Context: an optimization exercise on an open-source flow, tuned for small area and a short achievable clock period. The choices shown serve that exercise and are no tape-out recipe.
At most, simulation tests tie the RTL to the original design; equivalence was not proved.
For runs 2 to 4 and 7, only the layout was checked, not whether the RTL still works.
Power figures rest on the tool's default switching activity, not on a simulated workload.

--- design/flow/config.mk ---
export PLATFORM = sky130hd
export DESIGN_NAME = mem_io_responder
export DESIGN_NICKNAME = mem_io_responder
export VERILOG_FILES = /design/flow/design.v
export SDC_FILE = /design/flow/constraint.sdc
export NUM_CORES = 4
export LEC_CHECK = 0
export CAP_MARGIN = 20
export CORE_MARGIN = 2
export CORE_UTILIZATION = 40
export SLEW_MARGIN = 20
--- design/flow/constraint.sdc ---
create_clock -name core_clock -period 10.0 [get_ports {Clock}]
set_input_delay 2.0000 -clock core_clock [delete_from_list [all_inputs] [get_ports {Clock}]]
set_output_delay 2.0000 -clock core_clock [all_outputs]
set_load 0.01 [all_outputs]
--- design/flow/design.v ---
module mem_io_responder #(
  parameter int MEM_AW   = 7,
  parameter int N_LED    = 10,
  parameter int N_SW     = 10,
  parameter int PRESCALE = 100,
  parameter int PS_W     = 16
) (
  input  logic              Clock,
  input  logic              Resetn,
  input  logic [15:0]       ADDR,
  input  logic [15:0]       DOUT,
  input  logic              W,
  output logic [15:0]       DIN,
  input  logic [N_SW-1:0]   SW,
  output logic [N_LED-1:0]  LEDR,
  output logic              Tick_flag
);
  logic [15:0] mem [2**MEM_AW];
  logic [15:0] din_q, din_d, cnt_q, cnt_d, rld_q, rld_d;
  logic [N_LED-1:0] led_q, led_d;
  logic [N_SW-1:0] sw1_q, sw2_q;
  logic [PS_W-1:0] ps_q, ps_d;
  logic en_q, en_d, ar_q, ar_d, flag_q, flag_d;
  logic sel_ram, sel_led, sel_sw, sel_tmr, wr_cnt, wr_ctl, run, tick, unused_addr;
  logic [MEM_AW-1:0] idx;
  assign idx         = ADDR[MEM_AW-1:0];
  assign sel_ram     = ADDR[15:12] == 4'h0;
  assign sel_led     = ADDR[15:12] == 4'h1;
  assign sel_sw      = ADDR[15:12] == 4'h2;
  assign sel_tmr     = ADDR[15:12] == 4'h3;
  assign wr_cnt      = W && sel_tmr && !ADDR[0];
  assign wr_ctl      = W && sel_tmr && ADDR[0];
  assign run         = en_q && cnt_q != '0;
  assign tick        = run && ps_q == PS_W'(PRESCALE - 1);
  assign unused_addr = ^ADDR[11:MEM_AW];
  always_comb begin
    led_d  = W && sel_led ? DOUT[N_LED-1:0] : led_q;
    ps_d   = (wr_cnt || tick || !run) ? '0 : ps_q + PS_W'(1);
    cnt_d  = wr_cnt ? DOUT : !tick ? cnt_q : cnt_q == 16'd1 ? (ar_q ? rld_q : '0) : cnt_q - 16'd1;
    rld_d  = wr_cnt ? DOUT : rld_q;
    en_d   = wr_ctl ? DOUT[0] : en_q;
    ar_d   = wr_ctl ? DOUT[1] : ar_q;
    flag_d = (tick && cnt_q == 16'd1) || (flag_q && !(wr_ctl && DOUT[2]));
    din_d  = sel_ram ? (W ? DOUT : mem[idx]) :
             sel_led ? 16'(led_d) :
             sel_sw  ? 16'(sw2_q) :
             sel_tmr ? (ADDR[0] ? {13'b0, flag_d, ar_d, en_d} : cnt_d) : '0;
  end
  always_ff @(posedge Clock or negedge Resetn)
    if (!Resetn) begin
      din_q  <= '0;
      led_q  <= '0;
      sw1_q  <= '0;
      sw2_q  <= '0;
      cnt_q  <= '0;
      rld_q  <= '0;
      ps_q   <= '0;
      en_q   <= 1'b0;
      ar_q   <= 1'b0;
      flag_q <= 1'b0;
    end else begin
      din_q  <= din_d;
      led_q  <= led_d;
      sw1_q  <= SW;
      sw2_q  <= sw1_q;
      cnt_q  <= cnt_d;
      rld_q  <= rld_d;
      ps_q   <= ps_d;
      en_q   <= en_d;
      ar_q   <= ar_d;
      flag_q <= flag_d;
    end
  always_ff @(posedge Clock)
    if (W && sel_ram) mem[idx] <= DOUT;
  assign DIN       = din_q;
  assign LEDR      = led_q;
  assign Tick_flag = flag_q;
endmodule
--- design/flow/run.sh ---
#!/bin/bash
# synth_recipe.tcl (not shown) runs the flow's synth.tcl, then flattens the netlist and writes it again
# the make line also repeats each setting of config.mk as NAME=value (left out here)
make -C /OpenROAD-flow-scripts/flow DESIGN_CONFIG=/design/flow/config.mk WORK_HOME=/design/flow/orfs CLKGATE_MAP_FILE= SYNTH_SCRIPT=/design/flow/synth_recipe.tcl finish
==> flow_summary.toml, run 1 <==
[status]
run_status = "complete, no violations"

[drt]
postRouteAntennaNets = 0
routed_wire_per_std_cell_um = 34.6
drtPass1Iterations = 8
route.vias.total = 50300
finalWirelength_um = 273000
drt_drc_violations_left = 0
detailedRoute.firstIterationViolations = 7837
drt-vias-per-instance = 6.36

[power_and_ir_drop]
power.clock.fraction = 0.413
net-switching-power_mw = 4.30
combPwrFrac = 0.060
pwr-share-seq = 0.527
vdd_drop_max_mv = 0.178
leakagePower_nw = 29.8
switching_share = 0.229
cell_internal_pwr_mw = 14.5
pwr_cell_area_nw_per_um2 = 201

[critical_path]
crit_type = "input pin to flip-flop"
crit_family = "simple AND/OR/NAND/NOR gates"
cp_cell_sequence = "buf_8, buf_4, and3b_4, a22o_1, o31ai_1, o211ai_1, nor4_1, nand3_1, a32oi_1, o21ai_0"
critical_path.startpoint_type = "input pin"
worstRegToRegCells = 8
worst-path-stages = 10
critical_path.max_fanout = 47
endpoint_kind = "flip-flop"
worst-path-buf-inv = 2
worst_path_slowest_cell = "nor4_1"
worst_ep_required_time_ns = 10.70
critPathMaxStageDelay_ns = 0.99
worst-endpoint-arrival_ns = 7.26

[logic_synthesis]
number_of_synthesized_flops_with_an_enable_pin = 2048
synth_cells = 4837
syn-cell-area_sq_um = 82400
synth.area.top_cells = "edfxtp_1, dfrtp_1, a221oi_1"
synthesis.nets = 4886
avgSynthCellArea_sq_um = 17.0
synth.yosys.seq_area_share = 0.776
postSynthRegisterBits = 2145
yosys_warnings = 1
synth_flop_type = "edfxtp_1"
synth.top_cell.area_share = 0.746
post_synth_num_cell_types = 85
post-synth-top-area-cell = "edfxtp_1"
synth-async-reset-ratio = 0.0452

[sta]
worst_slew_pin_slew_ns = 1.32
layout_setup_ws_ns = 3.43
timing.setup.tns_ns = 0
grt_setup_unrepaired = "false"
fmaxAchievable_ghz = 0.152
final-hold-violation-count = 0
setup_viol = 0
min_period_over_period = 0.657
final_period_demand_of_the_worst_path_ns = 6.57
normalized_max_slew_margin = 0.0998
post_route_skew_ns = 0.0455
report.final.slew_viol_count = 0

[cts]
clk_pin_slew_worst_paths_ns = 0.06
cts_inserted_buffers = 208
max-clock-path-buffers = 3
cts.repair_timing.setup_buffer_count = 0
post_cts_resized = 0
ctsHtreeMaxLevel = 4
worst_skew_pair.late_latency_ns = 0.87
cts.sink_count = 2145
cts.root.buffer_cell = "clkbuf_16"
tritoncts = "built"
cts_hold_buffers = 0

[floorplan]
die_height_um = 458
io_pins = 72
die_w_um = 458
floorplan.initialDensity = 0.402
placeableCoreArea_sq_um = 205000
floorplan.die_area_sq_um = 210000
placementRows = 166

[global_route]
first_pass_grt_wire_length_um = 379000
number_of_global_route_vias_before_repair = 47500
gr-total-overflow = 0
antenna_found_initial = 25
grtUsageTotal = 0.256
grt_max_degree = 89

[cells_and_area]
number_of_fillers_in_the_final_layout = 17400
post_route_cells_drive_above_1_share = 0.160
nNetsFinal = 5087
layout_common_cells = "edfxtp_1, nor2_1, buf_4, a22oi_1, a221oi_1"
layout-area-overhead-vs-synth_pct = 13.9
finish.instance_area_sq_um = 93900
mostFrequentLayoutCell = "edfxtp_1"
register_area_sq_um = 63900
multi_input_area_sq_um = 17200

[placement]
placement.setup.worst_slack_ns = 3.13
port_buffers = 66
dpl-instance-area_sq_um = 87200
gp_congestion = 0.927
dp_hpwl_um = 160000

[flow_run]
max_cap_viol_count = 0

[hold_path]
hold_depth = 0
worst_hold_path_type = "flip-flop to flip-flop"
## cells by family (layout without fill, tap and decap cells)
logic type,count (synthesis),in the layout,share of synthesized area
XOR/XNOR,15,15,0.00159
other,0,8,0
adder cells (fa/ha/maj),4,4,0.000607
multiplexers,360,360,0.0531
flip-flops,2145,2145,0.776
buffers and inverters,352,725,0.0191
AND/OR/NAND/NOR,708,708,0.0381
AO/OA/AOI/OAI,1253,1253,0.112
## routing by layer
| metal | wire (um) | GRT usage | up-vias |
|---|---|---|---|
| met3 | 34500 | 0.0664 | 606 |
| li1 | - | - | 20200 |
| met4 | 12000 | 0.102 | 14 |
| met2 | 121000 | 0.382 | 3407 |
| met1 | 106000 | 0.356 | 26100 |
| met5 | 92 | 0 | - |
## sequential cells by signal (all words and copies together) (netlist names)
| name | count |
|---|---|
| sw2_q | 10 |
| cnt_q | 16 |
| rld_q | 16 |
| ar_q | 1 |
| mem | 2048 |
| sw1_q | 10 |
| led_q | 10 |
| ps_q | 16 |
| din_q | 16 |
| flag_q | 1 |
| en_q | 1 |
## synth_stat cells, types with 39 or more instances
library cell / number
mux4_2: 47
a21oi_1: 202
a22oi_1: 262
buf_2: 113
a221oi_1: 243
clkbuf_1: 154
mux2i_1: 165
edfxtp_1: 2048
buf_1: 39
a31oi_1: 58
a22o_1: 73
dfrtp_1: 97
nand3_1: 46
nor2_1: 319
nand2_1: 196
o21ai_0: 126
mux2_2: 147
## through the flow
stage	power [mW]	hold slack [ns]	instances	utilization
after floorplan	10.6	0.331	4837	-
after global placement	11.2	0.336	7515	0.425
after detailed placement	11.2	0.337	7516	0.426
after CTS	18.8	0.352	7898	0.458
after global routing	19.3	0.362	7900	0.458
final	18.8	0.352	7906	0.458
## worst reg2reg max path: stages, from the launching register on
cell and delay (ns):
edfxtp_1 0.39, mux2i_1 0.20, o22ai_1 0.12, o31ai_1 0.86
o211ai_1 0.42, nor4_1 1.00, nand3_1 0.57, a32oi_1 0.36
o21ai_0 0.13
## final timing paths
path | slack, ns | to | from
worst max-delay path | 3.43 | din_q[13]$_DFF_PN0_ | ADDR[2]
worst min-delay path | 0.35 | sw2_q[6]$_DFF_PN0_ | sw1_q[6]$_DFF_PN0_
worst max register to register | 5.81 | din_q[13]$_DFF_PN0_ | mem[90][13]$_DFFE_PP_
worst min register to register | 0.35 | sw2_q[6]$_DFF_PN0_ | sw1_q[6]$_DFF_PN0_
max in group asynchronous | 7.65 | rld_q[1]$_DFFE_PN0P_ | Resetn
min in group asynchronous | 1.17 | sw2_q[8]$_DFF_PN0_ | Resetn
## final cells by class
cell class,instances,area share
Sequential cell,2145,0.681
Multi-Input combinational cell,2340,0.183
Clock buffer,263,0.0587
Tap cell,2688,0.0358
Timing Repair Buffer,324,0.0285
Clock inverter,119,0.0122
Inverter,19,0.000840
Antenna cell,8,0.000213
## power by group through the flow
stage | Sequential, mW | Clock, mW | Combinational, mW
6_report | 9.93 | 7.78 | 1.12
5_1_grt | 9.93 | 8.18 | 1.16
4_1_cts | 9.93 | 7.82 | 1.09
3_5_place_dp | 10.1 | 0 | 1.09
3_3_place_gp | 10.1 | 0 | 1.08
2_1_floorplan | 10.1 | 0 | 0.491
==> run 2, diff against run 1 <==
==> design/flow/design.v (replaced) <==
module mio_ao8 (
  input  logic [7:0] s,
  input  logic [7:0] d,
  output logic       y
);
  assign y = |(s & d);
endmodule
module mem_io_responder #(
  parameter int MEM_AW   = 7,
  parameter int N_LED    = 10,
  parameter int N_SW     = 10,
  parameter int PRESCALE = 100,
  parameter int PS_W     = $clog2(PRESCALE)
) (
  input  logic              Clock,
  input  logic              Resetn,
  input  logic [15:0]       ADDR,
  input  logic [15:0]       DOUT,
  input  logic              W,
  output logic [15:0]       DIN,
  input  logic [N_SW-1:0]   SW,
  output logic [N_LED-1:0]  LEDR,
  output logic              Tick_flag
);
  localparam int NW = 2**MEM_AW;
  localparam int NG = NW / 8;
  logic [NW-1:0][15:0] mem;
  logic [15:0] din_q, din_d, cnt_q, cnt_d, rld_q, rld_d, rd;
  logic [N_LED-1:0] led_q, led_d;
  logic [N_SW-1:0] sw1_q, sw2_q;
  logic [PS_W-1:0] ps_q, ps_d;
  logic en_q, en_d, ar_q, ar_d, flag_q, flag_d;
  logic sel_ram, sel_led, sel_sw, sel_tmr, wr_cnt, wr_ctl, run, tick, cnt_one;
  logic [NW-1:0] rsel, wsel;
  logic [15:0][NG-1:0] grp;
  assign sel_ram = ADDR[15:12] == 4'h0;
  assign sel_led = ADDR[15:12] == 4'h1;
  assign sel_sw  = ADDR[15:12] == 4'h2;
  assign sel_tmr = ADDR[15:12] == 4'h3;
  assign wr_cnt  = W && sel_tmr && !ADDR[0];
  assign wr_ctl  = W && sel_tmr && ADDR[0];
  assign cnt_one = cnt_q == 16'd1;
  assign run     = en_q && cnt_q != '0;
  assign tick    = run && ps_q == PS_W'(PRESCALE - 1);
  always_comb
    for (int i = 0; i < NW; i++) begin
      rsel[i] = sel_ram && !W && ADDR[MEM_AW-1:0] == MEM_AW'(i);
      wsel[i] = sel_ram &&  W && ADDR[MEM_AW-1:0] == MEM_AW'(i);
    end
  for (genvar b = 0; b < 16; b++) begin : g_bit
    for (genvar g = 0; g < NG; g++) begin : g_grp
      logic [7:0] d;
      for (genvar j = 0; j < 8; j++) begin : g_w
        assign d[j] = mem[g*8 + j][b];
      end
      mio_ao8 u_ao (.s(rsel[g*8 +: 8]), .d(d), .y(grp[b][g]));
    end
    assign rd[b] = |grp[b];
  end
  always_comb begin
    led_d  = W && sel_led ? DOUT[N_LED-1:0] : led_q;
    ps_d   = (wr_cnt || tick || !run) ? '0 : ps_q + PS_W'(1);
    cnt_d  = wr_cnt ? DOUT : !tick ? cnt_q : cnt_one ? (ar_q ? rld_q : '0) : cnt_q - 16'd1;
    rld_d  = wr_cnt ? DOUT : rld_q;
    en_d   = wr_ctl ? DOUT[0] : en_q;
    ar_d   = wr_ctl ? DOUT[1] : ar_q;
    flag_d = (tick && cnt_one) || (flag_q && !(wr_ctl && DOUT[2]));
    din_d  = rd |
             ({16{sel_ram && W}} & DOUT) |
             ({16{sel_led}} & 16'(led_d)) |
             ({16{sel_sw}}  & 16'(sw2_q)) |
             ({16{sel_tmr && ADDR[0]}} & {13'b0, flag_d, ar_d, en_d}) |
             ({16{sel_tmr && !ADDR[0]}} & cnt_d);
  end
  always_ff @(posedge Clock or negedge Resetn)
    if (!Resetn) begin
      din_q  <= '0;
      led_q  <= '0;
      sw1_q  <= '0;
      sw2_q  <= '0;
      cnt_q  <= '0;
      rld_q  <= '0;
      ps_q   <= '0;
      en_q   <= 1'b0;
      ar_q   <= 1'b0;
      flag_q <= 1'b0;
    end else begin
      din_q  <= din_d;
      led_q  <= led_d;
      sw1_q  <= SW;
      sw2_q  <= sw1_q;
      cnt_q  <= cnt_d;
      rld_q  <= rld_d;
      ps_q   <= ps_d;
      en_q   <= en_d;
      ar_q   <= ar_d;
      flag_q <= flag_d;
    end
  always_ff @(posedge Clock)
    for (int i = 0; i < NW; i++)
      if (wsel[i]) mem[i] <= DOUT;
  assign DIN       = din_q;
  assign LEDR      = led_q;
  assign Tick_flag = flag_q;
endmodule
--- a/design/flow/config.mk
+++ b/design/flow/config.mk
@@ -8,4 +8,6 @@
 export CAP_MARGIN = 20
 export CORE_MARGIN = 2
-export CORE_UTILIZATION = 40
+export CORE_UTILIZATION = 50
+export CTS_BUF_LIST = sky130_fd_sc_hd__clkbuf_8
 export SLEW_MARGIN = 20
+export SYNTH_HIERARCHICAL = 1
==> run 2 against run 1 <==
Still clean on timing, DRC and antenna. Hold slack lost 0.0054 ns. Area after synthesis shrank 6.9%. Total power down 9.6%. Routed wire length shrank 23%. Sequential cell count fell by 9. Synthesized cell count fell by 14%. Final area decreased by 6.1%. Clock-buffer cell count rose by 107. Utilization grew 12 points. Combinational power down 67%. Largest cell class unchanged. Largest power group unchanged.
==> flow_summary.toml, run 2 <==
[cells_and_area]
mostFrequentLayoutCell = "edfxtp_1"
layout.core_utilization = 0.580
post_route_cells_drive_above_1_share = 0.154
layout-area-overhead-vs-synth_pct = 14.9
nNetsFinal = 4870
instances_no_fill = 7098
number_of_fillers_in_the_final_layout = 11600
layout_common_cells = "edfxtp_1, a22oi_1, clkbuf_8, buf_4, nor2_1"
register_ranked_first_by_flip_flop_count = "mem"
finish.instance_area_sq_um = 88200
largest_register_ff_count = 2048

[placement]
placement.setup.worst_slack_ns = 2.79
dpl-instance-area_sq_um = 82100
dp_hpwl_um = 128000
gp_congestion = 0.863
port_buffers = 66
place_inst = 6497

[cts]
tritoncts = "built"
cts.sink_count = 2136
worst_skew_pair.late_latency_ns = 0.97
ctsHtreeMaxLevel = 5
max-clock-path-buffers = 4
cts_inserted_buffers = 353
cts.repair_timing.setup_buffer_count = 0
cts_hold_buffers = 0
post_cts_resized = 0
cts.root.buffer_cell = "clkbuf_8"
clk_pin_slew_worst_paths_ns = 0.06

[critical_path]
r2r_slack_ns = 6.90
worst-endpoint-arrival_ns = 7.23
worst_ep_required_time_ns = 10.83
critical_path.startpoint_type = "input pin"
worstRegToRegCells = 6
crit-reg2reg-launch = "mem[1961]$_DFFE_PP_"
reg2reg_to = "din_q[9]$_DFF_PN0_"
endpoint_kind = "flip-flop"
critical_path.max_fanout = 16
crit_type = "input pin to flip-flop"

[floorplan]
die_height_um = 396
placeableCoreArea_sq_um = 152000
floorplan.die_area_sq_um = 157000
die_w_um = 396
placementRows = 143
floorplan.initialDensity = 0.504
io_pins = 72

[sta]
worst_slew_pin_slew_ns = 1.25
worst_hold_margin_ns = 0.346
final-hold-violation-count = 0
grt_setup_unrepaired = "false"
timing.setup.tns_ns = 0
layout_setup_ws_ns = 3.60
min_period_over_period = 0.640
normalized_max_slew_margin = 0.160
report.final.slew_viol_count = 0
setup_viol = 0
final_period_demand_of_the_worst_path_ns = 6.40
fmaxAchievable_ghz = 0.156
post_route_skew_ns = 0.0539

[status]
run_status = "complete, no violations"

[logic_synthesis]
yosys-top-cells-count = "edfxtp_1, a22oi_1, nor2_1"
synth.yosys.seq_area_share = 0.830
synth_most_common_cell = "edfxtp_1"
postSynthRegisterBits = 2136
synth.top_cell.area_share = 0.802
synth.area.top_cells = "edfxtp_1, a22oi_1, dfrtp_1"
synth-async-reset-ratio = 0.0412
synth_flop_type = "edfxtp_1"
post-synth-top-area-cell = "edfxtp_1"
synth_cells = 4151
synthesis.nets = 4199
syn-cell-area_sq_um = 76700
post_synth_num_cell_types = 65
avgSynthCellArea_sq_um = 18.5
yosys_warnings = 7
number_of_synthesized_flops_with_an_enable_pin = 2048

[power_and_ir_drop]
pwr_cell_area_nw_per_um2 = 193
vdd_drop_max_mv = 0.134
leakagePower_nw = 28.0
totalPowerFinal_mw = 17.0

[drt]
finalWirelength_um = 211000
detailedRoute.firstIterationViolations = 4950
routed_wire_per_std_cell_um = 29.7
drt-vias-per-instance = 6.26
postRouteAntennaNets = 0
drtPass1Iterations = 6
route.vias.total = 44400
drt_drc_violations_left = 0

[hold_path]
hold-path-endpoint = "sw2_q[3]$_DFF_PN0_"
hold_depth = 0
worst_hold_startpoint = "sw1_q[3]$_DFF_PN0_"
worst_hold_path_type = "flip-flop to flip-flop"

[global_route]
grt_max_degree = 87
grtUsageTotal = 0.266
first_pass_grt_wire_length_um = 300000
antenna_found_initial = 7
number_of_global_route_vias_before_repair = 43000
gr-total-overflow = 0

[flow_run]
max_cap_viol_count = 0
[run 2: worst max-delay path: stages]
cell and delay [ns]:
clkdlybuf4s50_1 0.75, nor2_1 0.13, nor4b_1 0.19, buf_4 0.23
nand2_1 0.80, nor2_1 0.38, buf_4 0.30, a22oi_1 0.18
nand4_1 0.25, nor4_1 1.11, nand4_1 0.53, a21oi_1 0.25
o211ai_1 0.11
[run 2: layout make-up]
class                      count  area [sq um]  area share
timing repair buffer         368          2920      0.0331
antenna                        2          5.00   0.0000568
clock inverter               229          1000      0.0114
multi-input combinational   1959         12900       0.146
sequential                  2136         63700       0.722
inverter                       4          15.0    0.000170
tap                         2030          2540      0.0288
clock buffer                 370          5090      0.0577
[run 2: cells by family (layout without fill, tap and decap cells)]
group | count (synthesis) | after routing | share of synthesized area
AO/OA/AOI/OAI | 1118 | 1118 | 0.108
XOR/XNOR | 6 | 6 | 0.000685
adder cells (fa/ha/maj) | 3 | 3 | 0.000489
buffers and inverters | 56 | 971 | 0.00307
flip-flops | 2136 | 2136 | 0.830
multiplexers | 20 | 20 | 0.00292
other | 0 | 2 | 0
AND/OR/NAND/NOR | 812 | 812 | 0.0543
[run 2: power breakdown]
part	internal, mW	total (mW)	switching [mW]
registers	9.85	9.90	0.0518
clock network	3.49	6.74	3.25
logic	0.0944	0.375	0.281
total	13.4	17.0	3.59
[run 2: modules after synthesis (local to each module, per instance)]
module,cell area [sq um],cells inside
mio_ao8,36.3,5
mem_io_responder,67400,2871
[run 2: worst max-delay path by stage]
stage	endpoint	start
3_5_place_dp	din_q[9]$_DFF_PN0_	ADDR[12]
6_report	din_q[5]$_DFF_PN0_	ADDR[12]
3_3_place_gp	din_q[9]$_DFF_PN0_	ADDR[12]
5_1_grt	din_q[5]$_DFF_PN0_	ADDR[13]
2_1_floorplan	din_q[0]$_DFF_PN0_	ADDR[15]
4_1_cts	din_q[5]$_DFF_PN0_	ADDR[12]
[run 2: layer usage]
| metal | track usage | part of all wire | vias to the layer above |
|---|---|---|---|
| met5 | 0 | 0.000062 | - |
| met2 | 0.419 | 0.48 | 2102 |
| met3 | 0.0492 | 0.084 | 377 |
| li1 | - | - | 19100 |
| met4 | 0.0902 | 0.031 | 2 |
| met1 | 0.378 | 0.41 | 22800 |
==> run 3, diff against run 2 <==
--- a/design/flow/config.mk
+++ b/design/flow/config.mk
@@ -9,5 +9,8 @@
 export CORE_MARGIN = 2
 export CORE_UTILIZATION = 50
-export CTS_BUF_LIST = sky130_fd_sc_hd__clkbuf_8
+export CTS_BUF_LIST = sky130_fd_sc_hd__clkbuf_16
+export CTS_CLUSTER_DIAMETER = 100
+export CTS_CLUSTER_SIZE = 30
+export SETUP_SLACK_MARGIN = 5
 export SLEW_MARGIN = 20
 export SYNTH_HIERARCHICAL = 1
==> run 3 against run 2 <==
Still clean on timing, DRC and antenna. Non-clock buffer count is 11 higher. Combinational power up 2%. Maximum frequency up 26%. Utilization down 2.0 points. Global-route usage is 0.54 points lower. Final area shrank 3.4%. Via count decreased by 3.6%. Total power shrank 16%. Hold slack better by 0.011 ns. Setup slack improved by 1.3 ns. Largest power group unchanged.
==> flow_summary.toml, run 3 <==
[sta]
min_period_over_period = 0.507
fmaxAchievable_ghz = 0.197
setup_viol = 0
final-hold-violation-count = 0
normalized_max_slew_margin = 0.292
report.final.slew_viol_count = 0
grt_setup_unrepaired = "true"
post_route_skew_ns = 0.0399
timing.setup.tns_ns = 0
final_period_demand_of_the_worst_path_ns = 5.07
worst_hold_margin_ns = 0.358
worst_slew_pin_slew_ns = 1.06

[critical_path]
cell_with_the_most_instances_on_the_worst_path = "buf_4"
critPathMaxStageDelay_ns = 0.89
cp_cell_sequence = "clkdlybuf4s50_1, or3b_1, nor4_1, buf_4, nand3_1, nor2_1, buf_4"
critical_path.max_fanout = 16
crit_type = "input pin to flip-flop"
critical_path.startpoint_type = "input pin"
worst-endpoint-arrival_ns = 5.52
worst_ep_required_time_ns = 10.45
endpoint_kind = "flip-flop"
worst_path_slowest_cell = "nor2_1"
worstRegToRegCells = 7

[logic_synthesis]
synth_flop_type = "edfxtp_1"
post-synth-top-area-cell = "edfxtp_1"
number_of_synthesized_flops_with_an_enable_pin = 2048
syn-cell-area_sq_um = 76700
synth.area.top_cells = "edfxtp_1, a22oi_1, dfrtp_1"
synth_cells = 4151
avgSynthCellArea_sq_um = 18.5
postSynthRegisterBits = 2136
synth.top_cell.area_share = 0.802
yosys-top-cells-count = "edfxtp_1, a22oi_1, nor2_1"
yosys_warnings = 7
synth.yosys.seq_area_share = 0.830
synth_most_common_cell = "edfxtp_1"
post_synth_num_cell_types = 65
synthesis.nets = 4199
synth-async-reset-ratio = 0.0412

[placement]
dp_hpwl_um = 128000
port_buffers = 66
gp_congestion = 0.863

[power_and_ir_drop]
leakagePower_nw = 26.0
pwr_cell_area_nw_per_um2 = 169
vdd_drop_max_mv = 0.143

[cts]
tritoncts = "built"
max-clock-path-buffers = 3
cts.sink_count = 2136
worst_skew_pair.late_latency_ns = 0.73
cts_inserted_buffers = 82
clk_pin_slew_worst_paths_ns = 0.11
cts.root.buffer_cell = "clkbuf_16"
ctsHtreeMaxLevel = 3

[global_route]
grt_max_degree = 87
antenna_found_initial = 6
first_pass_grt_wire_length_um = 295000
gr-total-overflow = 0
number_of_global_route_vias_before_repair = 40600
grtUsageTotal = 0.261

[drt]
route.vias.total = 42800
drtPass1Iterations = 5
routed_wire_per_std_cell_um = 31.3
drt-vias-per-instance = 6.47
postRouteAntennaNets = 0
finalWirelength_um = 207000
detailedRoute.firstIterationViolations = 5129
drt_drc_violations_left = 0

[cells_and_area]
largest_register_ff_count = 2048
register_ranked_first_by_flip_flop_count = "mem"
mostFrequentLayoutCell = "edfxtp_1"
layout.core_utilization = 0.560
number_of_fillers_in_the_final_layout = 11700
layout_common_cells = "edfxtp_1, a22oi_1, buf_4, nand4_1, nor2_1"
layout-area-overhead-vs-synth_pct = 11.0
antennaDiodeCount = 0
nNetsFinal = 4612
post_route_cells_drive_above_1_share = 0.121

[flow_run]
max_cap_viol_count = 0

[floorplan]
die_w_um = 396
floorplan.initialDensity = 0.504
die_height_um = 396
placementRows = 143
floorplan.die_area_sq_um = 157000
io_pins = 72
placeableCoreArea_sq_um = 152000

[hold_path]
hold_depth = 0
worst_hold_path_type = "flip-flop to flip-flop"

[status]
run_status = "complete, no violations"
## run 3: worst paths after layout
check / start / endpoint / slack [ns]
worst min-delay path: sw1_q[3]$_DFF_PN0_ / sw2_q[3]$_DFF_PN0_ / 0.36
worst max register to register: cnt_q[0]$_DFF_PN0_ / din_q[2]$_DFF_PN0_ / 6.96
worst max-delay path: ADDR[15] / mem[844]$_DFFE_PP_ / 4.93
worst min register to register: sw1_q[3]$_DFF_PN0_ / sw2_q[3]$_DFF_PN0_ / 0.36
min in group asynchronous: Resetn / ps_q[1]$_DFF_PN0_ / 1.17
max in group asynchronous: Resetn / sw1_q[3]$_DFF_PN0_ / 7.72
## run 3: where the power goes
| group | switching [mW] | internal (mW) | total [mW] |
|---|---|---|---|
| registers | 0.0518 | 9.83 | 9.89 |
| clock network | 2.55 | 1.53 | 4.09 |
| logic | 0.286 | 0.0978 | 0.384 |
## run 3: kinds of logic after synthesis
family,count (synthesis),synth area share
mux,20,0.00292
xor+xnor,6,0.000685
compound gates,1118,0.108
buf+inv,56,0.00307
simple gates,812,0.0543
flops,2136,0.830
fa+ha+maj,3,0.000489
## run 3: Yosys stat by module (local to each module, per instance)
module / times used / area [sq um]
mio_ao8: 256 / 36.3
mem_io_responder: 1 / 67400
## run 3: layout make-up
cell class                      instances  area [sq um]  area share
Clock buffer                           83          2080      0.0244
Clock inverter                         22           143     0.00167
Inverter                                4          15.0    0.000176
Multi-Input combinational cell       1961         13600       0.160
Sequential cell                      2136         63700       0.748
Tap cell                             2030          2540      0.0298
Timing Repair Buffer                  379          3080      0.0361
## run 3: what timing repair did
| action | in CTS | in global routing |
|---|---|---|
| gates cloned | 1 | 1 |
| endpoints found under the setup margin | 92 | 92 |
| gates resized for setup | 133 | 29 |
| pin swaps | 18 | 18 |
| hold buffers | 0 | 0 |
| buffers inserted | 7 | 4 |
## run 3: per-layer routing
| metal | vias to the layer above | track usage | wire [um] |
|---|---|---|---|
| met5 | - | 0 | 27 |
| met4 | 4 | 0.0684 | 5770 |
| met3 | 238 | 0.0372 | 16300 |
| met2 | 1809 | 0.416 | 99200 |
| met1 | 22400 | 0.381 | 85400 |
| li1 | 18400 | - | - |
## run 3: metrics by stage
| step | setup slack (ns) | area (sq um) | power, mW | std cells |
|---|---|---|---|---|
| floorplan | 5.27 | 76700 | 10.2 | 4151 |
| global placement | 2.84 | 82000 | 10.4 | 6497 |
| detailed placement | 2.79 | 82100 | 10.5 | 6497 |
| CTS | 4.99 | 85000 | 14.4 | 6610 |
| global route | 4.80 | 85200 | 14.7 | 6615 |
| finish | 4.93 | 85200 | 14.4 | 6615 |
## run 3: worst max-delay path: cells and delay by family
family	cells	cell delay (ns)
buffers and inverters	3	1.06
AND/OR/NAND/NOR	4	2.45
==> run 4, diff against run 3 <==
--- a/design/flow/design.v
+++ b/design/flow/design.v
@@ -5,4 +5,10 @@
 );
   assign y = |(s & d);
+endmodule
+module mio_or16 (
+  input  logic [15:0] a,
+  output logic        y
+);
+  assign y = |a;
 endmodule
 module mem_io_responder #(
@@ -43,8 +49,11 @@
   assign run     = en_q && cnt_q != '0;
   assign tick    = run && ps_q == PS_W'(PRESCALE - 1);
+  logic ram_rd, ram_wr;
+  assign ram_rd = sel_ram && !W;
+  assign ram_wr = sel_ram && W;
   always_comb
     for (int i = 0; i < NW; i++) begin
-      rsel[i] = sel_ram && !W && ADDR[MEM_AW-1:0] == MEM_AW'(i);
-      wsel[i] = sel_ram &&  W && ADDR[MEM_AW-1:0] == MEM_AW'(i);
+      rsel[i] = ADDR[MEM_AW-1:0] == MEM_AW'(i);
+      wsel[i] = ram_wr && ADDR[MEM_AW-1:0] == MEM_AW'(i);
     end
   for (genvar b = 0; b < 16; b++) begin : g_bit
@@ -56,5 +65,5 @@
       mio_ao8 u_ao (.s(rsel[g*8 +: 8]), .d(d), .y(grp[b][g]));
     end
-    assign rd[b] = |grp[b];
+    mio_or16 u_or (.a(grp[b]), .y(rd[b]));
   end
   always_comb begin
@@ -66,6 +75,6 @@
     ar_d   = wr_ctl ? DOUT[1] : ar_q;
     flag_d = (tick && cnt_one) || (flag_q && !(wr_ctl && DOUT[2]));
-    din_d  = rd |
-             ({16{sel_ram && W}} & DOUT) |
+    din_d  = ({16{ram_rd}} & rd) |
+             ({16{ram_wr}} & DOUT) |
              ({16{sel_led}} & 16'(led_d)) |
              ({16{sel_sw}}  & 16'(sw2_q)) |
==> design/flow/flow/run.sh (new file) <==
#!/bin/bash
set -euo pipefail
MARGIN=$(cat flow/margin.txt)
bash standard.sh SETUP_SLACK_MARGIN=$MARGIN finish > flow_make.log 2>&1 || { tail -50 flow_make.log; exit 1; }
tail -5 flow_make.log
==> design/flow/flow/margin.txt (new file) <==
6.5
==> design/flow/standard.sh (new file) <==
#!/bin/bash
# synth_recipe.tcl (not shown) runs the flow's synth.tcl, then flattens the netlist and writes it again
# the make line also repeats each setting of config.mk as NAME=value (left out here)
make -C /OpenROAD-flow-scripts/flow DESIGN_CONFIG=/design/flow/config.mk WORK_HOME=/design/flow/orfs CLKGATE_MAP_FILE= SYNTH_SCRIPT=/design/flow/synth_recipe.tcl "${@:-finish}"
--- a/design/flow/config.mk
+++ b/design/flow/config.mk
@@ -12,5 +12,4 @@
 export CTS_CLUSTER_DIAMETER = 100
 export CTS_CLUSTER_SIZE = 30
-export SETUP_SLACK_MARGIN = 5
 export SLEW_MARGIN = 20
 export SYNTH_HIERARCHICAL = 1
removed: design/flow/run.sh
==> run 4 against run 3 <==
Total power up 2.5%. Routed wire length rose by 5.6%. Critical endpoint is now din_q[10]$_DFF_PN0_. Combinational power grew about 80%. Highest routed layer unchanged. First-iteration DRC count up 3.0%. Synthesized cell count increased by 0.31%. Register-to-register slack gained 0.05 ns. Critical path type unchanged. Final area up 8.9%. Global-route usage increased by 1.3 points. Still clean. Via count rose by 4.5%. Sequential power barely moved. Critical path depth grew 8.
==> flow_summary.toml, run 4 <==
[critical_path]
cp_cell_sequence = "buf_12, nor2b_4, nand3_4, buf_12, nor2_4, buf_6, buf_6, buf_4, a22oi_2, nand4_1, nor4_4, buf_4, nand4_1, a22oi_2, o211ai_1"
r2r_slack_ns = 7.01
worstRegToRegCells = 6
critical_path.max_fanout = 6
worst-endpoint-arrival_ns = 4.97
critical_path.startpoint_type = "input pin"
reg2reg_to = "din_q[8]$_DFF_PN0_"
crit_family = "simple AND/OR/NAND/NOR gates"
endpoint_kind = "flip-flop"
critPathMaxStageDelay_ns = 0.55
worst_path_slowest_cell = "nor4_4"
worst-path-buf-inv = 6
crit-reg2reg-launch = "cnt_q[0]$_DFF_PN0_"
worst_ep_required_time_ns = 10.60
crit_type = "input pin to flip-flop"

[cts]
ctsHtreeMaxLevel = 3
cts_inserted_buffers = 81
cts.sink_count = 2136
cts.root.buffer_cell = "clkbuf_16"
worst_skew_pair.late_latency_ns = 0.75
clk_pin_slew_worst_paths_ns = 0.12
cts_hold_buffers = 0
max-clock-path-buffers = 3
tritoncts = "built"

[logic_synthesis]
synth_flop_type = "edfxtp_1"
synth.top_cell.area_share = 0.799
synth.yosys.seq_area_share = 0.828
synth_cells = 4164
synth.area.top_cells = "edfxtp_1, a22oi_1, dfrtp_1"
synthesis.nets = 4212
post-synth-top-area-cell = "edfxtp_1"
yosys_warnings = 7
yosys-top-cells-count = "edfxtp_1, a22oi_1, nor2_1"
syn-cell-area_sq_um = 76900
post_synth_num_cell_types = 65
synth_most_common_cell = "edfxtp_1"
postSynthRegisterBits = 2136
synth-async-reset-ratio = 0.0412
avgSynthCellArea_sq_um = 18.5
number_of_synthesized_flops_with_an_enable_pin = 2048

[placement]
dp_hpwl_um = 124000
port_buffers = 66
gp_congestion = 0.876
placement.setup.worst_slack_ns = 2.90
dpl-instance-area_sq_um = 82100

[status]
run_status = "complete, no violations"

[floorplan]
placeableCoreArea_sq_um = 152000
die_w_um = 396
floorplan.initialDensity = 0.505
floorplan.die_area_sq_um = 157000
io_pins = 72
die_height_um = 396
placementRows = 143

[sta]
fmaxAchievable_ghz = 0.229
timing.setup.tns_ns = 0
layout_setup_ws_ns = 5.63
setup_viol = 0
grt_setup_unrepaired = "true"
min_period_over_period = 0.437
report.final.slew_viol_count = 0
final_period_demand_of_the_worst_path_ns = 4.37
worst_slew_pin_slew_ns = 1.14
post_route_skew_ns = 0.0253
final-hold-violation-count = 0
normalized_max_slew_margin = 0.239

[global_route]
grt_max_degree = 131
gr-total-overflow = 0
number_of_global_route_vias_before_repair = 42500
antenna_found_initial = 7
grtUsageTotal = 0.274
first_pass_grt_wire_length_um = 308000

[cells_and_area]
antennaDiodeCount = 0
multi_input_area_sq_um = 16200
layout_common_cells = "edfxtp_1, a22oi_1, buf_4, nand4_1, nor2_4"
register_ranked_first_by_flip_flop_count = "mem"
layout-area-overhead-vs-synth_pct = 20.6
register_area_sq_um = 63700
mostFrequentLayoutCell = "edfxtp_1"
number_of_fillers_in_the_final_layout = 10900
post_route_cells_drive_above_1_share = 0.250
nNetsFinal = 4928
finish.instance_area_sq_um = 92800
largest_register_ff_count = 2048

[drt]
drt_drc_violations_left = 0
met1_wire_length_um = 89300
finalWirelength_um = 218000
routed_wire_per_std_cell_um = 31.5
wl_met3_um = 16900
drt-vias-per-instance = 6.45
postRouteAntennaNets = 0
route.top_layer_used = "met5"
detailedRoute.firstIterationViolations = 5284
route.vias.total = 44700
detailroute.wirelength.met2_um = 105000
drtPass1Iterations = 6

[power_and_ir_drop]
vdd_drop_max_mv = 0.150
pwr_cell_area_nw_per_um2 = 159
leakagePower_nw = 28.4
totalPowerFinal_mw = 14.7

[flow_run]
max_cap_viol_count = 0

[hold_path]
worst_hold_startpoint = "sw1_q[8]$_DFF_PN0_"
worst_hold_path_type = "flip-flop to flip-flop"
hold-path-endpoint = "sw2_q[8]$_DFF_PN0_"
hold_depth = 0
[run 4: how the worst max path moves through the flow]
| stage | from | end | cells past startpoint |
|---|---|---|---|
| global route | ADDR[4] | din_q[4]$_DFF_PN0_ | 12 |
| detailed placement | ADDR[0] | din_q[4]$_DFF_PN0_ | 11 |
| floorplan | ADDR[5] | din_q[7]$_DFF_PN0_ | 11 |
| finish | ADDR[3] | din_q[10]$_DFF_PN0_ | 15 |
| CTS | ADDR[3] | din_q[4]$_DFF_PN0_ | 13 |
| global placement | ADDR[0] | din_q[4]$_DFF_PN0_ | 13 |
[run 4: per-layer routing]
layer / GRT usage / vias to the layer above
met4: 0.0794 / 12
met1: 0.390 / 23300
met2: 0.439 / 1951
met5: 0 / -
met3: 0.0446 / 278
li1: - / 19200
[run 4: power by group]
group          switching [mW]  total (mW)  internal (mW)
combinational           0.468       0.693          0.226
clock                    2.57        4.15           1.58
sequential             0.0446        9.88           9.83
total                    3.08        14.7           11.6
[run 4: area by class of cell]
type / count / area share
Multi-Input combinational cell: 1962 / 0.175
Sequential cell: 2136 / 0.687
Clock buffer: 85 / 0.0229
Inverter: 11 / 0.000445
Clock inverter: 20 / 0.00139
Tap cell: 2030 / 0.0274
Timing Repair Buffer: 688 / 0.0861
[run 4: Yosys stat by module (local to each module, per instance)]
module            cell area (sq um)  times used
mio_ao8                        36.3         256
mio_or16                       31.3          16
mem_io_responder              67100           1
[run 4: cells by family (layout without fill, tap and decap cells)]
family | count (synthesis) | count (layout) | synth area share
compound gates | 1144 | 1144 | 0.112
mux | 13 | 13 | 0.00190
buf+inv | 76 | 804 | 0.00411
flops | 2136 | 2136 | 0.828
xor+xnor | 5 | 5 | 0.000569
fa+ha+maj | 3 | 3 | 0.000488
simple gates | 787 | 797 | 0.0531
[run 4: per-stage QoR]
stage           util  hold slack [ns]  instances
5_1_grt        0.608            0.368       6932
6_report       0.608            0.360       6932
2_1_floorplan      -            0.331       4164
3_3_place_gp   0.538            0.337       6298
3_5_place_dp   0.539            0.335       6299
4_1_cts        0.599            0.358       6819
[run 4: what timing repair did]
action                     4_1_cts  5_1_grt
setup buffers                  401      106
setup endpoints to repair     2118      602
resized for setup              479       91
pin swaps                      278      127
cloned                          14        3
[run 4: worst register-to-register path: stages (launching register included)]
cell,delay [ns]
dfrtp_1,0.48
ha_1,0.23
or4b_2,0.65
nor4_4,0.75
o211ai_1,0.17
a32o_1,0.27
a221o_1,0.33
==> run 5, diff against run 4 <==
--- a/design/flow/design.v
+++ b/design/flow/design.v
@@ -17,5 +17,5 @@
   parameter int N_SW     = 10,
   parameter int PRESCALE = 100,
-  parameter int PS_W     = $clog2(PRESCALE)
+  parameter int PS_W     = 7
 ) (
   input  logic              Clock,
==> run 5 against run 4 <==
Via count is the same. First-iteration DRC count is the same. Sequential cell count is the same.
==> flow_summary.toml, run 5 <==
[status]
run_status = "complete, no violations"

[critical_path]
crit_type = "input pin to flip-flop"
crit-reg2reg-launch = "cnt_q[0]$_DFF_PN0_"
crit_family = "simple AND/OR/NAND/NOR gates"
critPathMaxStageDelay_ns = 0.55
worst_path_slowest_cell = "nor4_4"
worst-path-buf-inv = 6
endpoint_kind = "flip-flop"
critical_path.max_fanout = 6
r2r_slack_ns = 7.01
cp_cell_sequence = "buf_12, nor2b_4, nand3_4, buf_12, nor2_4, buf_6, buf_6, buf_4, a22oi_2, nand4_1, nor4_4, buf_4, nand4_1, a22oi_2, o211ai_1"
worstRegToRegCells = 6
worst_ep_required_time_ns = 10.60
worst-path-stages = 15
worst-endpoint-arrival_ns = 4.97
reg2reg_to = "din_q[8]$_DFF_PN0_"
worst_setup_path_startpoint = "ADDR[3]"
critical_path.startpoint_type = "input pin"
crit_path_capture = "din_q[10]$_DFF_PN0_"

[logic_synthesis]
synth_most_common_cell = "edfxtp_1"
synth.top_cell.area_share = 0.799
yosys-top-cells-count = "edfxtp_1, a22oi_1, nor2_1"
synth_cells = 4164
synth.area.top_cells = "edfxtp_1, a22oi_1, dfrtp_1"
syn-cell-area_sq_um = 76900
avgSynthCellArea_sq_um = 18.5
yosys_warnings = 7
postSynthRegisterBits = 2136
synthesis.nets = 4212
synth_flop_type = "edfxtp_1"
post_synth_num_cell_types = 65
synth.yosys.seq_area_share = 0.828
post-synth-top-area-cell = "edfxtp_1"
number_of_synthesized_flops_with_an_enable_pin = 2048
synth-async-reset-ratio = 0.0412

[drt]
postRouteAntennaNets = 0
route.vias.total = 44700
finalWirelength_um = 218000
drtPass1Iterations = 6
detailedRoute.firstIterationViolations = 5284
drt-vias-per-instance = 6.45
drt_drc_violations_left = 0
routed_wire_per_std_cell_um = 31.5

[sta]
setup_viol = 0
min_period_over_period = 0.437
final_period_demand_of_the_worst_path_ns = 4.37
fmaxAchievable_ghz = 0.229
normalized_max_slew_margin = 0.239
report.final.slew_viol_count = 0
grt_setup_unrepaired = "true"
timing.setup.tns_ns = 0
final-hold-violation-count = 0
worst_slew_pin_slew_ns = 1.14
layout_setup_ws_ns = 5.63
post_route_skew_ns = 0.0253

[global_route]
grtUsageTotal = 0.274
antenna_found_initial = 7
first_pass_grt_wire_length_um = 308000
number_of_global_route_vias_before_repair = 42500
grt_max_degree = 131
gr-total-overflow = 0

[floorplan]
floorplan.die_area_sq_um = 157000
io_pins = 72
placementRows = 143
floorplan.initialDensity = 0.505
die_w_um = 396
die_height_um = 396
placeableCoreArea_sq_um = 152000

[power_and_ir_drop]
vdd_drop_max_mv = 0.150
pwr_cell_area_nw_per_um2 = 159
totalPowerFinal_mw = 14.7
leakagePower_nw = 28.4

[cts]
tritoncts = "built"
worst_skew_pair.late_latency_ns = 0.75
cts.root.buffer_cell = "clkbuf_16"
cts_inserted_buffers = 81
cts_hold_buffers = 0
cts.sink_count = 2136
max-clock-path-buffers = 3
ctsHtreeMaxLevel = 3
clk_pin_slew_worst_paths_ns = 0.12

[cells_and_area]
largest_register_ff_count = 2048
layout-area-overhead-vs-synth_pct = 20.6
register_ranked_first_by_flip_flop_count = "mem"
nNetsFinal = 4928
layout_common_cells = "edfxtp_1, a22oi_1, buf_4, nand4_1, nor2_4"
finish.instance_area_sq_um = 92800
antennaDiodeCount = 0
instances_no_fill = 6932
mostFrequentLayoutCell = "edfxtp_1"
post_route_cells_drive_above_1_share = 0.250

[hold_path]
hold_depth = 0
worst_hold_path_type = "flip-flop to flip-flop"

[flow_run]
max_cap_viol_count = 0

[placement]
dp_hpwl_um = 124000
gp_congestion = 0.876
place_inst = 6299
port_buffers = 66
dpl-instance-area_sq_um = 82100
placement.setup.worst_slack_ns = 2.90
run 5: cells by family (layout without fill, tap and decap cells):
| family | count (synthesis) | after routing | synth area share |
|---|---|---|---|
| XOR/XNOR | 5 | 5 | 0.000569 |
| adder cells (fa/ha/maj) | 3 | 3 | 0.000488 |
| AND/OR/NAND/NOR | 787 | 797 | 0.0531 |
| flip-flops | 2136 | 2136 | 0.828 |
| buffers and inverters | 76 | 804 | 0.00411 |
| AO/OA/AOI/OAI | 1144 | 1144 | 0.112 |
| multiplexers | 13 | 13 | 0.00190 |
run 5: modules after synthesis, one instance, submodules excluded:
module	cell area, sq um	cells inside	flip-flops and latches
mio_or16	31.3	5	0
mem_io_responder	67100	2804	2136
mio_ao8	36.3	5	0
run 5: cell type report:
type                    count  area (sq um)
fillers                 10900         59700
repair buffers            688          7990
inverters                  11          41.3
multi-input cells        1962         16200
clock inverters            20           129
well taps                2030          2540
clock buffers              85          2130
flip-flops and latches   2136         63700
run 5: worst register-to-register path, cell delays in order (launching register included):
cell,delay [ns]
dfrtp_1,0.48
ha_1,0.23
or4b_2,0.65
nor4_4,0.75
o211ai_1,0.17
a32o_1,0.27
a221o_1,0.33
run 5: worst min-delay path by stage:
| stage | slack [ns] | start | to |
|---|---|---|---|
| floorplan | 0.33 | sw1_q[0]$_DFF_PN0_ | sw2_q[0]$_DFF_PN0_ |
| global placement | 0.34 | sw1_q[8]$_DFF_PN0_ | sw2_q[8]$_DFF_PN0_ |
| detailed placement | 0.33 | sw1_q[5]$_DFF_PN0_ | sw2_q[5]$_DFF_PN0_ |
| CTS | 0.36 | sw1_q[5]$_DFF_PN0_ | sw2_q[5]$_DFF_PN0_ |
| global route | 0.37 | sw1_q[8]$_DFF_PN0_ | sw2_q[8]$_DFF_PN0_ |
| finish | 0.36 | sw1_q[8]$_DFF_PN0_ | sw2_q[8]$_DFF_PN0_ |
run 5: through the flow:
step,hold WS [ns],utilization
floorplan,0.331,-
global placement,0.337,0.538
detailed placement,0.335,0.539
CTS,0.358,0.599
global route,0.368,0.608
finish,0.360,0.608
run 5: power by group:
part / total [mW] / internal [mW] / switching (mW)
sequential: 9.88 / 9.83 / 0.0446
clock: 4.15 / 1.58 / 2.57
combinational: 0.693 / 0.226 / 0.468
total: 14.7 / 11.6 / 3.08
run 5: metal layers:
metal,up-vias,GRT usage,part of all wire
li1,19200,-,-
met1,23300,0.390,0.41
met2,1951,0.439,0.48
met3,278,0.0446,0.077
met4,12,0.0794,0.033
met5,-,0,0.00027
run 5: timing repair:
item                                     CTS  global route
endpoints found under the setup margin  2118           602
pin swaps                                278           127
setup buffers                            401           106
gates resized for setup                  479            91
gates cloned                              14             3
==> run 6, diff against run 5 <==
--- a/design/flow/design.v
+++ b/design/flow/design.v
@@ -6,9 +6,35 @@
   assign y = |(s & d);
 endmodule
-module mio_or16 (
+module mio_nor16 (
   input  logic [15:0] a,
-  output logic        y
+  output logic        y_n
 );
-  assign y = |a;
+  assign y_n = ~|a;
+endmodule
+module mio_hold (
+  input  logic q,
+  input  logic we,
+  input  logic we_n,
+  input  logic d,
+  output logic y
+);
+  assign y = (q | we) & (we_n | d);
+endmodule
+module mio_fin (
+  input  logic rd_n,
+  input  logic ram_rd_n,
+  input  logic oth_n,
+  output logic y
+);
+  assign y = ~((ram_rd_n | rd_n) & oth_n);
+endmodule
+module mio_predec #(
+  parameter int N = 3
+) (
+  input  logic [N-1:0]    a,
+  output logic [2**N-1:0] y_n
+);
+  always_comb
+    for (int k = 0; k < 2**N; k++) y_n[k] = a != N'(k);
 endmodule
 module mem_io_responder #(
@@ -32,5 +58,5 @@
   localparam int NG = NW / 8;
   logic [NW-1:0][15:0] mem;
-  logic [15:0] din_q, din_d, cnt_q, cnt_d, rld_q, rld_d, rd;
+  logic [15:0] din_q, din_d, cnt_q, cnt_d, rld_q, rld_d, rd_n, oth;
   logic [N_LED-1:0] led_q, led_d;
   logic [N_SW-1:0] sw1_q, sw2_q;
@@ -38,5 +64,6 @@
   logic en_q, en_d, ar_q, ar_d, flag_q, flag_d;
   logic sel_ram, sel_led, sel_sw, sel_tmr, wr_cnt, wr_ctl, run, tick, cnt_one;
-  logic [NW-1:0] rsel, wsel;
+  logic [NW-1:0] rsel, wsel, wsel_n;
+  logic [NW-1:0][15:0] mem_d;
   logic [15:0][NG-1:0] grp;
   assign sel_ram = ADDR[15:12] == 4'h0;
@@ -52,8 +79,14 @@
   assign ram_rd = sel_ram && !W;
   assign ram_wr = sel_ram && W;
+  logic [7:0] pl_n, pw_n;
+  logic [NG-1:0] ph_n;
+  mio_predec #(.N(3)) u_pl (.a(ADDR[2:0]), .y_n(pl_n));
+  mio_predec #(.N(MEM_AW-3)) u_ph (.a(ADDR[MEM_AW-1:3]), .y_n(ph_n));
+  assign pw_n = pl_n | {8{!ram_wr}};
   always_comb
     for (int i = 0; i < NW; i++) begin
-      rsel[i] = ADDR[MEM_AW-1:0] == MEM_AW'(i);
-      wsel[i] = ram_wr && ADDR[MEM_AW-1:0] == MEM_AW'(i);
+      rsel[i]   = !(pl_n[i%8] || ph_n[i/8]);
+      wsel[i]   = !(pw_n[i%8] || ph_n[i/8]);
+      wsel_n[i] = pw_n[i%8] || ph_n[i/8];
     end
   for (genvar b = 0; b < 16; b++) begin : g_bit
@@ -65,5 +98,5 @@
       mio_ao8 u_ao (.s(rsel[g*8 +: 8]), .d(d), .y(grp[b][g]));
     end
-    mio_or16 u_or (.a(grp[b]), .y(rd[b]));
+    mio_nor16 u_nor (.a(grp[b]), .y_n(rd_n[b]));
   end
   always_comb begin
@@ -75,10 +108,12 @@
     ar_d   = wr_ctl ? DOUT[1] : ar_q;
     flag_d = (tick && cnt_one) || (flag_q && !(wr_ctl && DOUT[2]));
-    din_d  = ({16{ram_rd}} & rd) |
-             ({16{ram_wr}} & DOUT) |
+    oth    = ({16{ram_wr}} & DOUT) |
              ({16{sel_led}} & 16'(led_d)) |
              ({16{sel_sw}}  & 16'(sw2_q)) |
              ({16{sel_tmr && ADDR[0]}} & {13'b0, flag_d, ar_d, en_d}) |
              ({16{sel_tmr && !ADDR[0]}} & cnt_d);
+  end
+  for (genvar b = 0; b < 16; b++) begin : g_fin
+    mio_fin u_fin (.rd_n(rd_n[b]), .ram_rd_n(!ram_rd), .oth_n(!oth[b]), .y(din_d[b]));
   end
   always_ff @(posedge Clock or negedge Resetn)
@@ -106,7 +141,11 @@
       flag_q <= flag_d;
     end
+  for (genvar i = 0; i < NW; i++) begin : g_word
+    for (genvar b = 0; b < 16; b++) begin : g_b
+      mio_hold u_hold (.q(mem[i][b]), .we(wsel[i]), .we_n(wsel_n[i]), .d(DOUT[b]), .y(mem_d[i][b]));
+    end
+  end
   always_ff @(posedge Clock)
-    for (int i = 0; i < NW; i++)
-      if (wsel[i]) mem[i] <= DOUT;
+    mem <= mem_d;
   assign DIN       = din_q;
   assign LEDR      = led_q;
--- a/design/flow/config.mk
+++ b/design/flow/config.mk
@@ -11,5 +11,5 @@
 export CTS_BUF_LIST = sky130_fd_sc_hd__clkbuf_16
 export CTS_CLUSTER_DIAMETER = 100
-export CTS_CLUSTER_SIZE = 30
+export CTS_CLUSTER_SIZE = 25
 export SLEW_MARGIN = 20
 export SYNTH_HIERARCHICAL = 1
==> run 6 against run 5 <==
Global-route usage rose by 7.4 points. First-iteration DRC count up 32%. Combinational power is 9.4% higher. Setup slack improved by 0.30 ns. Critical endpoint unchanged. Highest routed layer unchanged.
==> flow_summary.toml, run 6 <==
[drt]
routed_wire_per_std_cell_um = 30.6
drt-vias-per-instance = 6.96
detailedRoute.firstIterationViolations = 6960
drt_drc_violations_left = 0
finalWirelength_um = 280000
route.vias.total = 63700
drtPass1Iterations = 5
postRouteAntennaNets = 0

[power_and_ir_drop]
vdd_drop_max_mv = 0.140
pwr_cell_area_nw_per_um2 = 153
leakagePower_nw = 32.3

[logic_synthesis]
synth.area.top_cells = "dfxtp_1, o22a_1, a22oi_1"
synth_most_common_cell = "o22a_1"
postSynthRegisterBits = 2136
yosys_warnings = 9
synthesis.nets = 6385
synth.top_cell.area_share = 0.544
synth_cells = 6337
synth_flop_type = "dfxtp_1"
post_synth_num_cell_types = 78
avgSynthCellArea_sq_um = 11.9
syn-cell-area_sq_um = 75300
number_of_synthesized_flops_with_an_enable_pin = 0
yosys-top-cells-count = "o22a_1, dfxtp_1, a22oi_1"
post-synth-top-area-cell = "dfxtp_1"
synth.yosys.seq_area_share = 0.573
synth-async-reset-ratio = 0.0412

[global_route]
number_of_global_route_vias_before_repair = 59000
grtUsageTotal = 0.347
antenna_found_initial = 4
first_pass_grt_wire_length_um = 398000
gr-total-overflow = 0
grt_max_degree = 85

[sta]
post_route_skew_ns = 0.0264
timing.setup.tns_ns = 0
fmaxAchievable_ghz = 0.246
final-hold-violation-count = 0
min_period_over_period = 0.407
grt_setup_unrepaired = "true"
worst_slew_pin_slew_ns = 1.11
final_period_demand_of_the_worst_path_ns = 4.07
setup_viol = 0
normalized_max_slew_margin = 0.259
report.final.slew_viol_count = 0
layout_setup_ws_ns = 5.93

[status]
run_status = "complete, no violations"

[floorplan]
die_height_um = 392
floorplan.initialDensity = 0.503
io_pins = 72
placeableCoreArea_sq_um = 150000
placementRows = 142
die_w_um = 392
floorplan.die_area_sq_um = 154000

[cts]
cts.sink_count = 2136
ctsHtreeMaxLevel = 3
clk_pin_slew_worst_paths_ns = 0.10
worst_skew_pair.late_latency_ns = 0.76
tritoncts = "built"
cts.root.buffer_cell = "clkbuf_16"
cts_inserted_buffers = 95
max-clock-path-buffers = 3
cts_hold_buffers = 0

[cells_and_area]
nNetsFinal = 7170
largest_register_ff_count = 2048
register_ranked_first_by_flip_flop_count = "mem"
layout-area-overhead-vs-synth_pct = 21.8
post_route_cells_drive_above_1_share = 0.199
mostFrequentLayoutCell = "o22a_1"
layout_common_cells = "o22a_1, dfxtp_1, a22oi_1, buf_4, nand4_1"

[placement]
gp_congestion = 0.875
placement.setup.worst_slack_ns = 3.27
port_buffers = 66
dp_hpwl_um = 164000

[critical_path]
worst-endpoint-arrival_ns = 4.68
worst_ep_required_time_ns = 10.61
crit_type = "input pin to flip-flop"
critical_path.max_fanout = 8
endpoint_kind = "flip-flop"
critical_path.startpoint_type = "input pin"

[flow_run]
max_cap_viol_count = 0

[hold_path]
worst_hold_path_type = "flip-flop to flip-flop"
[run 6: final cells by class]
cell class	instances	area, sq um
Inverter	137	1030
Tap cell	2016	2520
Clock inverter	11	76.3
Clock buffer	98	2450
Fill cell	12200	58000
Timing Repair Buffer	692	8150
Sequential cell	2136	43200
Antenna cell	2	5.00
Timing Repair inverter	38	279
Multi-Input combinational cell	4022	34000
[run 6: critical path: stages]
cell      delay [ns]
buf_12          0.12
buf_16          0.16
buf_12          0.15
nand4b_1        0.14
buf_6           0.16
buf_12          0.14
nor2_4          0.06
buf_6           0.15
a22oi_1         0.27
nand4_1         0.40
nor4_4          0.51
and4_4          0.32
o21ai_1         0.07
[run 6: repair_timing]
action,4_1_cts,5_1_grt
buffers inserted,385,126
cloned,55,27
endpoints found under the hold margin,0,0
setup endpoints to repair,2093,990
pin swaps,182,143
gates resized for setup,535,101
[run 6: final timing paths]
kind                                            end  depth (start not counted)  slack [ns]          startpoint
worst max-delay path            din_q[10]$_DFF_PN0_                         13        5.93             ADDR[3]
min in group asynchronous        sw2_q[0]$_DFF_PN0_                          1        1.17              Resetn
worst min register to register   sw2_q[8]$_DFF_PN0_                          0        0.36  sw1_q[8]$_DFF_PN0_
max in group asynchronous       cnt_q[15]$_DFF_PN0_                          2        7.75              Resetn
worst min-delay path             sw2_q[8]$_DFF_PN0_                          0        0.36  sw1_q[8]$_DFF_PN0_
worst max register to register   din_q[9]$_DFF_PN0_                          8        6.56  cnt_q[1]$_DFF_PN0_
[run 6: per-layer routing]
metal,part of all wire,vias up,GRT usage,wire length (um)
li1,-,28000,-,-
met1,0.43,32700,0.488,120000
met2,0.44,2497,0.531,124000
met3,0.076,479,0.0545,21200
met4,0.050,2,0.146,14000
met5,0.000046,-,0,13
[run 6: Yosys stat by module, one instance, submodules excluded, a selection]
module	area [sq um]	times used	cells
mem_io_responder	47200	1	2885
mio_fin	5.00	16	1
mio_ao8	36.3	256	5
mio_nor16	33.8	16	5
mio_hold	8.76	2048	1
[run 6: where the power goes]
group	internal [mW]	switching [mW]
combinational	0.300	0.459
sequential	8.68	0.111
clock	1.77	2.70
[run 6: logic make-up after synthesis]
| kind of cell | Yosys count | share of synthesized area |
|---|---|---|
| flip-flops | 2136 | 0.573 |
| XOR/XNOR | 5 | 0.000581 |
| multiplexers | 22 | 0.00324 |
| adder cells (fa/ha/maj) | 3 | 0.000498 |
| AND/OR/NAND/NOR | 786 | 0.0608 |
| AO/OA/AOI/OAI | 3178 | 0.350 |
| buffers and inverters | 207 | 0.0111 |
[run 6: stage by stage]
| step | power [mW] | std cells | instance area (sq um) | util | hold slack (ns) |
|---|---|---|---|---|---|
| after floorplan | 9.25 | 6337 | 76700 | - | 0.331 |
| after global placement | 9.61 | 8448 | 80200 | 0.535 | 0.337 |
| after detailed placement | 9.63 | 8448 | 80200 | 0.535 | 0.336 |
| after CTS | 14.1 | 8997 | 89800 | 0.599 | 0.360 |
| after global routing | 14.4 | 9150 | 91700 | 0.612 | 0.365 |
| final | 14.0 | 9152 | 91700 | 0.613 | 0.359 |
==> run 7, diff against run 6 <==
--- a/design/flow/design.v
+++ b/design/flow/design.v
@@ -37,4 +37,23 @@
   always_comb
     for (int k = 0; k < 2**N; k++) y_n[k] = a != N'(k);
+endmodule
+module mio_predec_en #(
+  parameter int N = 3
+) (
+  input  logic [N-1:0]    a,
+  input  logic            en,
+  output logic [2**N-1:0] y_n
+);
+  always_comb
+    for (int k = 0; k < 2**N; k++) y_n[k] = !(en && a == N'(k));
+endmodule
+module mio_wl (
+  input  logic a_n,
+  input  logic b_n,
+  output logic we,
+  output logic we_n
+);
+  assign we   = !(a_n || b_n);
+  assign we_n = a_n || b_n;
 endmodule
 module mem_io_responder #(
@@ -83,11 +102,10 @@
   mio_predec #(.N(3)) u_pl (.a(ADDR[2:0]), .y_n(pl_n));
   mio_predec #(.N(MEM_AW-3)) u_ph (.a(ADDR[MEM_AW-1:3]), .y_n(ph_n));
-  assign pw_n = pl_n | {8{!ram_wr}};
+  mio_predec_en #(.N(3)) u_pw (.a(ADDR[2:0]), .en(ram_wr), .y_n(pw_n));
   always_comb
-    for (int i = 0; i < NW; i++) begin
-      rsel[i]   = !(pl_n[i%8] || ph_n[i/8]);
-      wsel[i]   = !(pw_n[i%8] || ph_n[i/8]);
-      wsel_n[i] = pw_n[i%8] || ph_n[i/8];
-    end
+    for (int i = 0; i < NW; i++) rsel[i] = !(pl_n[i%8] || ph_n[i/8]);
+  for (genvar i = 0; i < NW; i++) begin : g_wl
+    mio_wl u_wl (.a_n(pw_n[i%8]), .b_n(ph_n[i/8]), .we(wsel[i]), .we_n(wsel_n[i]));
+  end
   for (genvar b = 0; b < 16; b++) begin : g_bit
     for (genvar g = 0; g < NG; g++) begin : g_grp
==> run 7 against run 6 <==
Sequential share of layout area down 0.40 points. Register-to-register slack better by 0.02 ns. Routed wire length up 8.1%. Cell count down 0.68%. Highest routed layer unchanged.
==> flow_summary.toml, run 7 <==
[cells_and_area]
layout_common_cells = "o22a_1, dfxtp_1, a22oi_1, buf_4, nor2_4"
layout-area-overhead-vs-synth_pct = 23.2
nNetsFinal = 7102
register_ranked_first_by_flip_flop_count = "mem"
number_of_fillers_in_the_final_layout = 12000
largest_register_ff_count = 2048
layout.core_utilization = 0.619
post_route_cells_drive_above_1_share = 0.209

[sta]
worst_slew_pin_slew_ns = 1.08
min_period_over_period = 0.401
final-hold-violation-count = 0
fmaxAchievable_ghz = 0.249
layout_setup_ws_ns = 5.99
post_route_skew_ns = 0.0238
final_period_demand_of_the_worst_path_ns = 4.01
normalized_max_slew_margin = 0.277
timing.setup.tns_ns = 0
grt_setup_unrepaired = "true"
setup_viol = 0
report.final.slew_viol_count = 0

[drt]
drt_drc_violations_left = 0
route.vias.total = 65700
finalWirelength_um = 302000
detailedRoute.firstIterationViolations = 8053
routed_wire_per_std_cell_um = 33.3
drt-vias-per-instance = 7.23
drtPass1Iterations = 8
postRouteAntennaNets = 0

[cts]
cts_inserted_buffers = 95
max-clock-path-buffers = 3
ctsHtreeMaxLevel = 3
cts.sink_count = 2136
clk_pin_slew_worst_paths_ns = 0.10
tritoncts = "built"
cts.root.buffer_cell = "clkbuf_16"
worst_skew_pair.late_latency_ns = 0.76

[logic_synthesis]
post-synth-top-area-cell = "dfxtp_1"
postSynthRegisterBits = 2136
avgSynthCellArea_sq_um = 11.9
yosys-top-cells-count = "dfxtp_1, o22a_1, a22oi_1"
synth.top_cell.area_share = 0.546
number_of_synthesized_flops_with_an_enable_pin = 0
syn-cell-area_sq_um = 75100
synth_flop_type = "dfxtp_1"
post_synth_num_cell_types = 65
synth_cells = 6318
synth.yosys.seq_area_share = 0.575
synth-async-reset-ratio = 0.0412
synthesis.nets = 6366
yosys_warnings = 10
synth.area.top_cells = "dfxtp_1, o22a_1, a22oi_1"

[floorplan]
die_w_um = 392
io_pins = 72
placementRows = 142
placeableCoreArea_sq_um = 149000
floorplan.initialDensity = 0.503
die_height_um = 392
floorplan.die_area_sq_um = 153000

[placement]
gp_congestion = 0.896
port_buffers = 66
placement.setup.worst_slack_ns = 3.16
dp_hpwl_um = 172000

[critical_path]
critPathMaxStageDelay_ns = 0.53
critical_path.startpoint_type = "input pin"
critical_path.max_fanout = 8
worst_path_slowest_cell = "nor4_4"
crit_type = "input pin to flip-flop"
cell_with_the_most_instances_on_the_worst_path = "buf_12"
worst_ep_required_time_ns = 10.61
worst-endpoint-arrival_ns = 4.62
r2r_slack_ns = 6.58
endpoint_kind = "flip-flop"
cp_cell_sequence = "buf_12, buf_12, buf_16, nand4b_1, buf_6, buf_12, nor2_4, a22oi_2, nand4_1, nor4_4, and4_4, o21ai_2"

[global_route]
antenna_found_initial = 14
grtUsageTotal = 0.371
first_pass_grt_wire_length_um = 421000
grt_max_degree = 81
number_of_global_route_vias_before_repair = 60200
gr-total-overflow = 0

[power_and_ir_drop]
pwr_cell_area_nw_per_um2 = 153
vdd_drop_max_mv = 0.143
leakagePower_nw = 32.0
totalPowerFinal_mw = 14.1

[hold_path]
worst_hold_path_type = "flip-flop to flip-flop"

[flow_run]
max_cap_viol_count = 0

[status]
run_status = "complete, no violations"
[run 7: path summary, 6_finish.rpt]
check,startpoint,endpoint,cells past startpoint
hold reg to reg,sw1_q[5]$_DFF_PN0_,sw2_q[5]$_DFF_PN0_,0
hold / removal,sw1_q[5]$_DFF_PN0_,sw2_q[5]$_DFF_PN0_,0
setup / recovery,ADDR[6],din_q[7]$_DFF_PN0_,12
max in group asynchronous,Resetn,ps_q[0]$_DFF_PN0_,2
min in group asynchronous,Resetn,sw2_q[6]$_DFF_PN0_,1
setup reg to reg,cnt_q[0]$_DFF_PN0_,din_q[11]$_DFF_PN0_,8
[run 7: critical path: cells and delay by family]
family / cells / cell delay, ns
AND/OR/NAND/NOR: 5 / 1.56
buffers and inverters: 5 / 0.72
AO/OA/AOI/OAI: 2 / 0.29
[run 7: layer usage]
metal	track usage	vias up	routed length, um
met3	0.0717	592	30500
li1	-	28100	-
met1	0.529	33800	127000
met2	0.550	3312	131000
met5	0	-	73
met4	0.152	12	13400
[run 7: cell families (layout without fill, tap and decap cells)]
logic type | after synthesis | in the layout | share of synthesized area
AO/OA/AOI/OAI | 3181 | 3181 | 0.351
XOR/XNOR | 5 | 5 | 0.000583
adder cells (fa/ha/maj) | 3 | 3 | 0.000500
buffers and inverters | 68 | 724 | 0.00370
flip-flops | 2136 | 2136 | 0.575
multiplexers | 20 | 20 | 0.00305
other | 0 | 3 | 0
AND/OR/NAND/NOR | 905 | 1002 | 0.0661
[run 7: layout make-up]
cell class / instances / area, sq um / area share
well taps: 2016 / 2520 / 0.0273
diodes: 3 / 7.51 / 0.0000811
repair buffers: 599 / 7410 / 0.0801
inverters: 11 / 45.0 / 0.000487
clock inverters: 17 / 96.3 / 0.00104
clock buffers: 97 / 2430 / 0.0262
flip-flops and latches: 2136 / 43200 / 0.467
multi-input cells: 4211 / 36800 / 0.398
[run 7: per-stage QoR]
stage	area, sq um	cells	hold slack, ns
6_report	92500	9090	0.360
5_1_grt	92500	9088	0.365
4_1_cts	89600	8913	0.359
3_5_place_dp	80100	8441	0.336
3_3_place_gp	79900	8435	0.332
2_1_floorplan	76400	6318	0.331
[run 7: per-module statistics from Yosys (local to each module, per instance), excerpt]
module            cells inside  times used  flops+latches
mio_fin                      1          16              0
mio_ao8                      5         256              0
mio_nor16                    5          16              0
mem_io_responder          2602           1           2136
mio_hold                     1        2048              0
mio_wl                       2         128              0
[run 7: report_power, final]
group / switching [mW] / internal (mW) / total, mW
Clock: 2.73 / 1.75 / 4.49
Sequential: 0.112 / 8.68 / 8.79
Combinational: 0.523 / 0.331 / 0.854
[run 7: what timing repair did]
item	4_1_cts	5_1_grt
cloned	87	46
gates resized for setup	831	249
pin swaps	289	295
buffers inserted	271	128
hold buffers	0	0
endpoints found under the setup margin	2091	1442

Re-timed with assumed drivers on the ports (clkbuf_16 on the clock, buf_2 on other inputs), run 7 has 5.883 ns of setup slack against 5.986 ns with ideal ports, and 5.051 ns once port delays also move by the mid clock arrival of 0.832 ns.
